Source: an optimization exercise on an open RTL-to-GDS flow (aim: small area, a short achievable clock period and few clock cycles per item). Production flows keep margins and buffers that such runs may drop.
No functional check of the RTL was part of this run.

[flow/flow/run.sh]
#!/bin/bash
set -euo pipefail
bash standard.sh ADDER_MAP_FILE= "BUFFER_PORTS_ARGS=-buffer_cell sky130_fd_sc_hd__buf_2" \
  SETUP_SLACK_MARGIN=7.6 finish > standard_flow.log 2>&1
[flow/standard.sh]
#!/bin/bash
# synth_recipe.tcl (not shown) runs the flow's synth.tcl, then flattens the netlist and writes it again
# the make line also repeats each setting of config.mk as NAME=value (left out here)
make -C /OpenROAD-flow-scripts/flow DESIGN_CONFIG=/design/flow/config.mk WORK_HOME=/design/flow/orfs CLKGATE_MAP_FILE= SYNTH_SCRIPT=/design/flow/synth_recipe.tcl "${@:-finish}"
[flow/config.mk]
export PLATFORM = sky130hd
export DESIGN_NAME = sha256_stream_hasher
export DESIGN_NICKNAME = sha256_stream_hasher
export VERILOG_FILES = /design/flow/design.v
export SDC_FILE = /design/flow/constraint.sdc
export NUM_CORES = 4
export LEC_CHECK = 0
export ABC_AREA = 0
export CAP_MARGIN = 20
export CORE_MARGIN = 2
export CORE_UTILIZATION = 40
export CTS_CLUSTER_DIAMETER = 75
export CTS_CLUSTER_SIZE = 30
export PLACE_DENSITY = 0.6
export SLEW_MARGIN = 20
[flow/constraint.sdc]
create_clock -name core_clock -period 11.0 [get_ports {clk}]
set_input_delay 2.2000 -clock core_clock [delete_from_list [all_inputs] [get_ports {clk}]]
set_output_delay 2.2000 -clock core_clock [all_outputs]
set_load 0.01 [all_outputs]
[flow/design.v]
`default_nettype none
package sha256_pkg;
  localparam logic [1:0] MODE_ABSORB  = 2'd0;
  localparam logic [1:0] MODE_FINISH  = 2'd1;
  localparam logic [1:0] MODE_RESTART = 2'd2;
  localparam logic [1:0] STAT_DIGEST       = 2'd0;
  localparam logic [1:0] STAT_AFTER_FINISH = 2'd1;
  localparam logic [1:0] STAT_TOO_LONG     = 2'd2;
  localparam logic [2047:0] K_ROUND_FLAT = {
    32'h428a2f98, 32'h71374491, 32'hb5c0fbcf, 32'he9b5dba5,
    32'h3956c25b, 32'h59f111f1, 32'h923f82a4, 32'hab1c5ed5,
    32'hd807aa98, 32'h12835b01, 32'h243185be, 32'h550c7dc3,
    32'h72be5d74, 32'h80deb1fe, 32'h9bdc06a7, 32'hc19bf174,
    32'he49b69c1, 32'hefbe4786, 32'h0fc19dc6, 32'h240ca1cc,
    32'h2de92c6f, 32'h4a7484aa, 32'h5cb0a9dc, 32'h76f988da,
    32'h983e5152, 32'ha831c66d, 32'hb00327c8, 32'hbf597fc7,
    32'hc6e00bf3, 32'hd5a79147, 32'h06ca6351, 32'h14292967,
    32'h27b70a85, 32'h2e1b2138, 32'h4d2c6dfc, 32'h53380d13,
    32'h650a7354, 32'h766a0abb, 32'h81c2c92e, 32'h92722c85,
    32'ha2bfe8a1, 32'ha81a664b, 32'hc24b8b70, 32'hc76c51a3,
    32'hd192e819, 32'hd6990624, 32'hf40e3585, 32'h106aa070,
    32'h19a4c116, 32'h1e376c08, 32'h2748774c, 32'h34b0bcb5,
    32'h391c0cb3, 32'h4ed8aa4a, 32'h5b9cca4f, 32'h682e6ff3,
    32'h748f82ee, 32'h78a5636f, 32'h84c87814, 32'h8cc70208,
    32'h90befffa, 32'ha4506ceb, 32'hbef9a3f7, 32'hc67178f2
  };
  localparam logic [255:0] H_INIT_FLAT = {
    32'h6a09e667, 32'hbb67ae85, 32'h3c6ef372, 32'ha54ff53a,
    32'h510e527f, 32'h9b05688c, 32'h1f83d9ab, 32'h5be0cd19
  };
endpackage
`default_nettype wire
`default_nettype none
module sha256_stream_hasher (
  input  wire         clk,
  input  wire         rst_n,
  input  wire         in_tvalid,
  output logic        in_tready,
  input  wire  [7:0]  in_tdata,
  input  wire  [1:0]  in_tuser,
  output logic        out_tvalid,
  input  wire         out_tready,
  output logic [31:0] out_tdata,
  output logic [4:0]  out_tuser,
  output logic        out_tlast
);
  function automatic logic [31:0] bsig0(input logic [31:0] x);
    bsig0 = {x[1:0], x[31:2]} ^ {x[12:0], x[31:13]} ^ {x[21:0], x[31:22]};
  endfunction
  function automatic logic [31:0] bsig1(input logic [31:0] x);
    bsig1 = {x[5:0], x[31:6]} ^ {x[10:0], x[31:11]} ^ {x[24:0], x[31:25]};
  endfunction
  function automatic logic [31:0] ssig0(input logic [31:0] x);
    ssig0 = {x[6:0], x[31:7]} ^ {x[17:0], x[31:18]} ^ {3'b000, x[31:3]};
  endfunction
  function automatic logic [31:0] ssig1(input logic [31:0] x);
    ssig1 = {x[16:0], x[31:17]} ^ {x[18:0], x[31:19]} ^ {10'd0, x[31:10]};
  endfunction
  logic        s_valid;
  logic [1:0]  s_mode;
  logic [7:0]  s_data;
  logic [15:0] len_r;
  logic        done_r;
  logic        msg_first;
  logic [5:0]  fill_r;
  logic        pad_active;
  logic        pad_wrap;
  logic [511:0] ib_r;
  logic        ib_full;
  logic        ib_first;
  logic        ib_last;
  logic [31:0] w_r [0:15];
  logic [31:0] v_r [0:7];
  logic [31:0] p_r;
  logic        run_r;
  logic        ff_r;
  logic [5:0]  rnd_r;
  logic        eng_first;
  logic        eng_last;
  logic [1:0]  pend_r;
  logic        h_hold;
  logic [2:0]  idx_r;
  logic        err_pend;
  logic [1:0]  err_stat;
  logic start;
  logic ring_en;
  logic ib_space;
  logic out_idle;
  logic at_limit;
  assign ib_space = !ib_full || start;
  assign out_idle = (pend_r == 2'd0) && !err_pend;
  assign at_limit = &len_r;
  logic s_take;        
  logic shift_en;      
  logic [7:0] sh_byte;
  logic do_absorb, do_err, do_fin, do_rep, do_restart;
  always_comb begin
    do_absorb  = 1'b0;
    do_err     = 1'b0;
    do_fin     = 1'b0;
    do_rep     = 1'b0;
    do_restart = 1'b0;
    s_take     = 1'b0;
    if (s_valid && !pad_active) begin
      case (s_mode)
        sha256_pkg::MODE_ABSORB: begin
          if (done_r || at_limit) begin
            do_err = out_idle;
            s_take = out_idle;
          end else begin
            do_absorb = ib_space;
            s_take    = ib_space;
          end
        end
        sha256_pkg::MODE_FINISH: begin
          if (done_r) begin
            do_rep = out_idle;
            s_take = out_idle;
          end else begin
            do_fin = ib_space && (pend_r != 2'd3);
            s_take = do_fin;
          end
        end
        sha256_pkg::MODE_RESTART: begin
          do_restart = 1'b1;
          s_take     = 1'b1;
        end
        default: s_take = 1'b1;
      endcase
    end
  end
  logic [7:0] len_byte;
  always_comb begin
    case (fill_r[2:0])
      3'd5:    len_byte = {5'd0, len_r[15:13]};
      3'd6:    len_byte = len_r[12:5];
      3'd7:    len_byte = {len_r[4:0], 3'b000};
      default: len_byte = 8'h00;
    endcase
  end
  logic pad_shift;
  assign pad_shift = pad_active && ib_space;
  assign shift_en  = do_absorb || do_fin || pad_shift;
  always_comb begin
    if (pad_active) begin
      sh_byte = (!pad_wrap && fill_r[5:3] == 3'd7) ? len_byte : 8'h00;
    end else if (s_mode == sha256_pkg::MODE_FINISH) begin
      sh_byte = 8'h80;
    end else begin
      sh_byte = s_data;
    end
  end
  logic blk_done;
  assign blk_done = shift_en && (fill_r == 6'd63);
  logic       q1_valid;
  logic [1:0] q1_mode;
  logic [7:0] q1_data;
  logic       rdy_r;
  logic       push;
  logic       s_valid_n, q1_valid_n;
  assign in_tready = rdy_r;
  assign push      = in_tvalid && rdy_r;
  always_comb begin
    s_valid_n  = s_valid;
    q1_valid_n = q1_valid;
    if (s_take) begin
      s_valid_n  = q1_valid || push;
      q1_valid_n = q1_valid && push;
    end else if (push) begin
      s_valid_n  = 1'b1;
      q1_valid_n = s_valid;
    end
  end
  always_ff @(posedge clk) begin
    if (!rst_n) begin
      s_valid  <= 1'b0;
      q1_valid <= 1'b0;
      rdy_r    <= 1'b1;
    end else begin
      s_valid  <= s_valid_n;
      q1_valid <= q1_valid_n;
      rdy_r    <= !q1_valid_n;
    end
  end
  always_ff @(posedge clk) begin
    if (s_take || !s_valid) begin
      if (q1_valid) begin
        s_mode <= q1_mode;
        s_data <= q1_data;
      end else begin
        s_mode <= in_tuser;
        s_data <= in_tdata;
      end
    end
    if (push) begin
      q1_mode <= in_tuser;
      q1_data <= in_tdata;
    end
  end
  always_ff @(posedge clk) begin
    if (shift_en) begin
      ib_r <= {ib_r[503:0], sh_byte};
    end
  end
  always_ff @(posedge clk) begin
    if (!rst_n) begin
      len_r      <= '0;
      done_r     <= 1'b0;
      msg_first  <= 1'b1;
      fill_r     <= '0;
      pad_active <= 1'b0;
      pad_wrap   <= 1'b0;
      ib_full    <= 1'b0;
      ib_first   <= 1'b0;
      ib_last    <= 1'b0;
    end else begin
      if (do_restart) begin
        len_r     <= '0;
        done_r    <= 1'b0;
        msg_first <= 1'b1;
        fill_r    <= '0;
      end else begin
        if (do_absorb) len_r <= len_r + 16'd1;
        if (do_fin) done_r <= 1'b1;
        if (shift_en) fill_r <= fill_r + 6'd1;
        if (blk_done) msg_first <= 1'b0;
      end
      if (do_fin) begin
        pad_active <= 1'b1;
        pad_wrap   <= (fill_r >= 6'd56) && (fill_r != 6'd63);
      end else if (pad_shift && blk_done) begin
        if (pad_wrap) begin
          pad_wrap <= 1'b0;
        end else begin
          pad_active <= 1'b0;
        end
      end
      if (blk_done) begin
        ib_full  <= 1'b1;
        ib_first <= msg_first;
        ib_last  <= pad_shift && !pad_wrap;
      end else if (start) begin
        ib_full <= 1'b0;
      end
    end
  end
  logic [31:0] ha [0:3];
  logic [31:0] he [0:3];
  logic        zmode;       
  logic [1:0]  ring_k;      
  logic [31:0] iv_a, iv_e, add_a, add_e;
  logic [31:0] k_r;
  always_ff @(posedge clk) begin
    ring_k <= (rnd_r == 6'd60) ? 2'd3 : ring_k - 2'd1;
  end
  always_comb begin
    iv_a = sha256_pkg::H_INIT_FLAT[32*(7-ring_k) +: 32];
    iv_e = sha256_pkg::H_INIT_FLAT[32*(3-ring_k) +: 32];
  end
  assign add_a = ((eng_first && !zmode) ? iv_a : ha[3]) + (zmode ? 32'd0 : v_r[0]);
  assign add_e = ((eng_first && !zmode) ? iv_e : he[3]) + (zmode ? 32'd0 : v_r[4]);
  always_ff @(posedge clk) begin
    if (ring_en) begin
      ha[0] <= add_a;
      he[0] <= add_e;
      for (int i = 1; i < 4; i++) begin
        ha[i] <= ha[i-1];
        he[i] <= he[i-1];
      end
    end
  end
  logic [31:0] k_nxt;
  always_comb begin
    if (start) begin
      k_nxt = sha256_pkg::K_ROUND_FLAT[32*62 +: 32];
    end else if (run_r && rnd_r != 6'd63) begin
      k_nxt = sha256_pkg::K_ROUND_FLAT[{~(rnd_r + 6'd2), 5'b00000} +: 32];
    end else begin
      k_nxt = sha256_pkg::K_ROUND_FLAT[32*63 +: 32];
    end
  end
  logic [31:0] a_new, e_new, s1, ch, s0, mj;
  assign s1 = bsig1(v_r[4]);
  assign ch = (v_r[4] & v_r[5]) ^ (~v_r[4] & v_r[6]);
  assign s0 = bsig0(v_r[0]);
  assign mj = (v_r[0] & v_r[1]) ^ (v_r[0] & v_r[2]) ^ (v_r[1] & v_r[2]);
  logic [31:0] t1s, t1c, xs, xc, ys, yc, es, ec;
  assign t1s = p_r ^ s1 ^ ch;
  assign t1c = {((p_r[30:0] & s1[30:0]) | (p_r[30:0] & ch[30:0]) | (s1[30:0] & ch[30:0])), 1'b0};
  assign xs  = t1s ^ t1c ^ s0;
  assign xc  = {((t1s[30:0] & t1c[30:0]) | (t1s[30:0] & s0[30:0]) | (t1c[30:0] & s0[30:0])), 1'b0};
  assign ys  = xs ^ xc ^ mj;
  assign yc  = {((xs[30:0] & xc[30:0]) | (xs[30:0] & mj[30:0]) | (xc[30:0] & mj[30:0])), 1'b0};
  assign es  = t1s ^ t1c ^ v_r[3];
  assign ec  = {((t1s[30:0] & t1c[30:0]) | (t1s[30:0] & v_r[3][30:0]) | (t1c[30:0] & v_r[3][30:0])), 1'b0};
  assign a_new = ys + yc;
  assign e_new = es + ec;
  logic [31:0] w_new;
  assign w_new = ssig1(w_r[14]) + w_r[9] + ssig0(w_r[1]) + w_r[0];
  logic [31:0] pa, pw;
  always_comb begin
    if (!run_r) begin
      pa = ib_first ? sha256_pkg::H_INIT_FLAT[31:0] : he[2];
      pw = ib_r[511:480];
    end else begin
      pa = v_r[6];
      pw = w_r[1];
    end
  end
  always_ff @(posedge clk) begin
    p_r <= pa + k_r + pw;
    k_r <= k_nxt;
    if (start) begin
      for (int i = 0; i < 16; i++) begin
        w_r[i] <= ib_r[511-32*i -: 32];
      end
      if (ib_first) begin
        for (int i = 0; i < 8; i++) begin
          v_r[i] <= sha256_pkg::H_INIT_FLAT[32*(7-i) +: 32];
        end
      end else begin
        v_r[0] <= add_a;
        v_r[4] <= add_e;
        for (int i = 1; i < 4; i++) begin
          v_r[i]   <= ha[i-1];
          v_r[i+4] <= he[i-1];
        end
      end
    end else begin
      for (int i = 0; i < 15; i++) begin
        w_r[i] <= w_r[i+1];
      end
      w_r[15] <= w_new;
      v_r[0] <= a_new;
      v_r[1] <= v_r[0];
      v_r[2] <= v_r[1];
      v_r[3] <= v_r[2];
      v_r[4] <= e_new;
      v_r[5] <= v_r[4];
      v_r[6] <= v_r[5];
      v_r[7] <= v_r[6];
    end
  end
  logic idle_go, prep_go;
  assign idle_go = ib_full && !h_hold && !run_r && !ff_r;
  assign prep_go = idle_go && !ib_first;
  always_ff @(posedge clk) begin
    if (!rst_n) begin
      run_r     <= 1'b0;
      ff_r      <= 1'b0;
      zmode     <= 1'b0;
      rnd_r     <= 6'd63;
      eng_first <= 1'b0;
      eng_last  <= 1'b0;
    end else begin
      ff_r <= run_r && (rnd_r == 6'd63);
      if (start) begin
        run_r     <= 1'b1;
        rnd_r     <= 6'd0;
        zmode     <= 1'b0;
        eng_first <= ib_first;
        eng_last  <= ib_last;
      end else if (prep_go) begin
        run_r     <= 1'b1;
        rnd_r     <= 6'd61;
        zmode     <= 1'b1;
        eng_first <= 1'b0;
        eng_last  <= 1'b0;
      end else if (run_r) begin
        if (rnd_r == 6'd63) begin
          run_r <= 1'b0;
        end else begin
          rnd_r <= rnd_r + 6'd1;
        end
      end
    end
  end
  logic take;
  logic last_taken;
  logic ib_full_n, ib_first_n, h_hold_n, run_n, ff_n, eng_last_n;
  logic [5:0] rnd_n;
  always_comb begin
    ib_full_n  = blk_done ? 1'b1 : (start ? 1'b0 : ib_full);
    ib_first_n = blk_done ? msg_first : ib_first;
    if (do_rep || (ff_r && eng_last)) begin
      h_hold_n = 1'b1;
    end else if (last_taken) begin
      h_hold_n = 1'b0;
    end else begin
      h_hold_n = h_hold;
    end
    ff_n       = run_r && (rnd_r == 6'd63);
    run_n      = run_r;
    rnd_n      = rnd_r;
    eng_last_n = eng_last;
    if (start) begin
      run_n      = 1'b1;
      rnd_n      = 6'd0;
      eng_last_n = ib_last;
    end else if (prep_go) begin
      run_n      = 1'b1;
      rnd_n      = 6'd61;
      eng_last_n = 1'b0;
    end else if (run_r) begin
      if (rnd_r == 6'd63) begin
        run_n = 1'b0;
      end else begin
        rnd_n = rnd_r + 6'd1;
      end
    end
  end
  always_ff @(posedge clk) begin
    if (!rst_n) begin
      start   <= 1'b0;
      ring_en <= 1'b0;
    end else begin
      start   <= ib_full_n && !h_hold_n
                 && ((!run_n && !ff_n && ib_first_n) || (ff_n && !eng_last_n));
      ring_en <= (run_n && rnd_n[5:2] == 4'hf && rnd_n[1:0] != 2'd0) || ff_n;
    end
  end
  logic        o_valid;
  logic [31:0] o_data;
  logic [4:0]  o_user;
  logic        o_last;
  logic        out_free;
  logic        dig_load;    
  logic        ox_err, ox_err_n;
  logic [1:0]  ox_stat, ox_stat_n;
  logic [2:0]  ox_idx, ox_idx_n;
  assign out_free   = !o_valid || out_tready;
  assign take       = out_free && (err_pend || dig_load);
  assign last_taken = o_valid && out_tready && !ox_err && (ox_idx == 3'd7) && !dig_load;
  assign out_tvalid = o_valid;
  assign out_tdata  = o_data;
  assign out_tuser  = o_user;
  assign out_tlast  = o_last;
  always_comb begin
    if (take) begin
      ox_err_n  = err_pend;
      ox_stat_n = err_stat;
      ox_idx_n  = idx_r;
    end else begin
      ox_err_n  = ox_err;
      ox_stat_n = ox_stat;
      ox_idx_n  = ox_idx;
    end
  end
  always_ff @(posedge clk) begin
    ox_err  <= ox_err_n;
    ox_stat <= ox_stat_n;
    ox_idx  <= ox_idx_n;
    o_data  <= ox_err_n ? 32'd0 : (ox_idx_n[2] ? he[ox_idx_n[1:0]] : ha[ox_idx_n[1:0]]);
    o_user  <= ox_err_n ? {ox_stat_n, 3'd0} : {sha256_pkg::STAT_DIGEST, ox_idx_n};
    o_last  <= ox_err_n || (ox_idx_n == 3'd7);
  end
  always_ff @(posedge clk) begin
    if (!rst_n) begin
      o_valid  <= 1'b0;
      pend_r   <= '0;
      h_hold   <= 1'b0;
      dig_load <= 1'b0;
      idx_r    <= '0;
      err_pend <= 1'b0;
      err_stat <= sha256_pkg::STAT_AFTER_FINISH;
    end else begin
      if (out_free) begin
        o_valid <= err_pend || dig_load;
      end
      if (do_err) begin
        err_pend <= 1'b1;
        err_stat <= done_r ? sha256_pkg::STAT_AFTER_FINISH : sha256_pkg::STAT_TOO_LONG;
      end else if (take && err_pend) begin
        err_pend <= 1'b0;
      end
      if (take && !err_pend) begin
        idx_r <= idx_r + 3'd1;
      end
      if (do_rep || (ff_r && eng_last)) begin
        dig_load <= 1'b1;
      end else if (take && !err_pend && idx_r == 3'd7) begin
        dig_load <= 1'b0;
      end
      h_hold <= h_hold_n;
      pend_r <= pend_r + {1'b0, do_fin || do_rep}
                       - {1'b0, take && !err_pend && idx_r == 3'd7};
    end
  end
endmodule
`default_nettype wire
==> results.cfg <==
[die]
core_um2 = 202000
ios = 54
die_w_um = 455
dieArea_um2 = 207000
fp-row-count = 165
die_h_um = 455
start_util_pct = 40.2

[timing]
setup_viol = 0
max_freq_mhz = 218
finalMaxSlewViolations = 0
fin_crit_sh_pct = 41.7
maxSlewHeadroom_pct = 14.8
hold_ws_ps = 411
skew_ps = 107
finalHoldViolCount = 0
fin_crit_ps = 4590
rsz0062_at_grt = yes
worst_slew_pin_slew_ps = 1270

[worst_setup_path]
r2r-end = v_r[0][25]$_DFF_P_
r2r_setup_slack_ps = 6410
arrival_ps = 5280
r2r_cells = 17
critPathKind = register to register
critical_path.top_delay_family = adder cells
cp-start-kind = register
crit_top_cell = maj3_2
cpPeakStageDelay_ps = 490
path_cells = buf_8, buf_6, xnor3_2, xnor3_2, maj3_2, maj3_2, nand2b_4, inv_2, maj3_2, maj3_2, maj3_2, maj3_2, o21a_1, a21oi_4, maj3_2, xnor2_2, o21ai_1
r2r-start = v_r[4][27]$_DFF_P_
slowest_stage = xnor3_2
critPathRequiredTime_ps = 11690
cp-end-kind = register
path_max_fanout = 4
critical_path_buf_inv_count = 3

[clocking]
cts_tree = yes
cts.path.max_buffers = 3
cts_buffers = 102
clk-insertion-delay-late_ps = 830
cts_max_level = 3
clkSlewWorstSetupHoldPaths_ps = 100
cts_hold_buf = 0
clock_sinks = 1690
cts_root_buf = clkbuf_16

[yosys]
syn_area_um2 = 81400
avgSynthCellArea_um2 = 11.2
synth_common_cells = dfxtp_1 (902), edfxtp_1 (788), nand2_1 (655), nor2_1 (530), mux2_2 (523)
synth-edff-count = 788
ys_types = 108
netlist.area_leader.share_pct = 29.1
yosysMostFrequentCell = dfxtp_1
yosys_warnings = 5
synth-seq-cells = 1690
synthArstFlopShare_pct = 0
synth_ff_type = dfxtp_1
synthCells = 7238
synth_area_leaders = edfxtp_1 (29%), dfxtp_1 (22%), mux2_2 (7.2%)
synth_seq_area_share_pct = 51.2
yosysTopAreaCell = edfxtp_1
syn-num-nets = 7252

[global_routing]
grt_usage_pct = 25.4
grt_max_degree = 191
grt_pass1_wl_mm = 389
grt_pass1_vias = 56800
antenna_found_initial = 10
gr-total-overflow = 0

[routing]
first_pass_iters = 8
drt-vias-per-instance = 5.80
antenna_left = 0
via_count = 61000
drt_iter0_markers = 7460
routed_wl_mm = 277
drcViolationCount = 0
routedWlPerCell_um = 26.3

[min_path]
min_path_type = register to register
hold_depth = 0
worstHoldEndpoint = ib_r[420]$_DFFE_PP_
hp-start = ib_r[412]$_DFFE_PP_

[placement]
hpwlAfterDp_mm = 174
gp_congestion = 0.956
placed_area_um2 = 84500
port_buffers = 53

[cells_and_area]
design_area_um2 = 101000
num-nets-final = 7755
area_delta_synth_final_pct = 23.8
drive_above_1_share_pct = 32.4
fillers = 17500

[outcome]
status = no timing/DRC/antenna violations

[flow_run]
cap_violations = 0
-- layout make-up --
class	instances	area, µm²	share of cell area [%]
clock inverter	74	1160	1.15
clock buffer	118	2610	2.59
tap	2672	3340	3.32
sequential	1690	42100	41.7
antenna	5	12.5	0.0124
timing repair buffer	793	8160	8.10
inverter	182	743	0.737
timing repair inverter	3	41.3	0.0410
multi-input combinational	4969	42600	42.3
-- metal layers --
layer / global-route usage (%) / vias to the layer above / wire length (µm)
met5: 0 / - / 42
met4: 11.4 / 6 / 15500
met3: 5.57 / 693 / 27400
met2: 38.1 / 3235 / 120000
met1: 35.0 / 30000 / 114000
li1: - / 27100 / -
-- registers in the layout (all words and copies together), names as in the netlist, 6 cells and up --
name     cells
p_r         32
q1_data      8
ib_r       512
k_r         32
len_r       16
v_r        224
w_r        512
rnd_r        6
he         128
s_data       8
o_data      32
ha         128
fill_r       6
-- metrics by stage --
step                TNS [ps]  setup slack (ps)  cells  util, %
finish                     0              6410  10500     49.8
global route               0              6340  10500     49.8
detailed placement         0              4730   9665     41.8
CTS                        0              6450  10300     48.0
floorplan           -8006500            -17960   7238        -
global placement           0              4850   9665     41.8
-- cell families (layout without fill, tap and decap cells) --
| kind of cell | after synthesis | in the layout | synth area share [%] |
|---|---|---|---|
| AND/OR/NAND/NOR | 1618 | 1619 | 8.66 |
| multiplexers | 587 | 587 | 8.05 |
| XOR/XNOR | 913 | 913 | 13.1 |
| adder cells (fa/ha/maj) | 289 | 289 | 3.59 |
| AO/OA/AOI/OAI | 1561 | 1561 | 12.5 |
| buffers and inverters | 580 | 1170 | 2.82 |
| flip-flops | 1690 | 1690 | 51.2 |
| other | 0 | 5 | 0 |
-- cells in the final DEF (no fill, tap or decap), types with 122 or more instances in the layout --
cell type,synthesis,layout
edfxtp_1,788,788
dfxtp_1,902,770
nand2_1,655,603
mux2_2,523,515
buf_4,10,500
nor2_1,530,494
xnor2_1,518,377
o21ai_0,432,359
a21oi_1,329,279
inv_1,178,169
xor2_1,208,161
maj3_1,265,160
buf_6,6,158
maj3_2,24,127
xnor2_2,0,122
-- worst max-delay path by stage --
stage	startpoint	endpoint	slack [ps]	cells after the start
finish	v_r[4][27]$_DFF_P_	v_r[0][25]$_DFF_P_	6410	17
global route	v_r[4][30]$_DFF_P_	v_r[0][25]$_DFF_P_	6340	18
CTS	v_r[4][27]$_DFF_P_	v_r[4][31]$_DFF_P_	6450	19
detailed placement	eng_first$_SDFFE_PN0P_	he[0][30]$_DFFE_PP_	4730	15
global placement	eng_first$_SDFFE_PN0P_	he[0][30]$_DFFE_PP_	4850	15
floorplan	s_mode[0]$_DFFE_PP_	start$_SDFF_PN0_	-17960	9
-- timing repair --
item / 4_1_cts / 5_1_grt
cloned: 32 / 8
pin swaps: 365 / 335
buffers inserted: 400 / 204
setup endpoints to repair: 548 / 218
endpoints found under the hold margin: 0 / 0
resized for setup: 1129 / 418

separate check: timing with driven ports:
No port has a modelled driver above. Below, the same layout with a new extraction and two added sets of constraints. Step 1 assumes that a clkbuf_16 drives the clock port and a buf_2 every other input. Step 2 moves the port delays by t, midway between the first and last clock arrival at a register: inputs arrive t later, outputs are due t later. That takes back most of the time a late clock gives input paths. Three values: no drivers, after step 1, after step 2; two values: the first two.
t (ns): 0.856
setup WS [ns]: 6.411 / 6.411 / 6.411
slew at the worst register clock pin (ns): 0.11 / 0.11
pins driven straight from the clock port: 1
After both steps setup and hold are still met in this run. For this run, drivers alone change the setup slack by 0.000 ns; drivers and shift together by 0.000 ns.
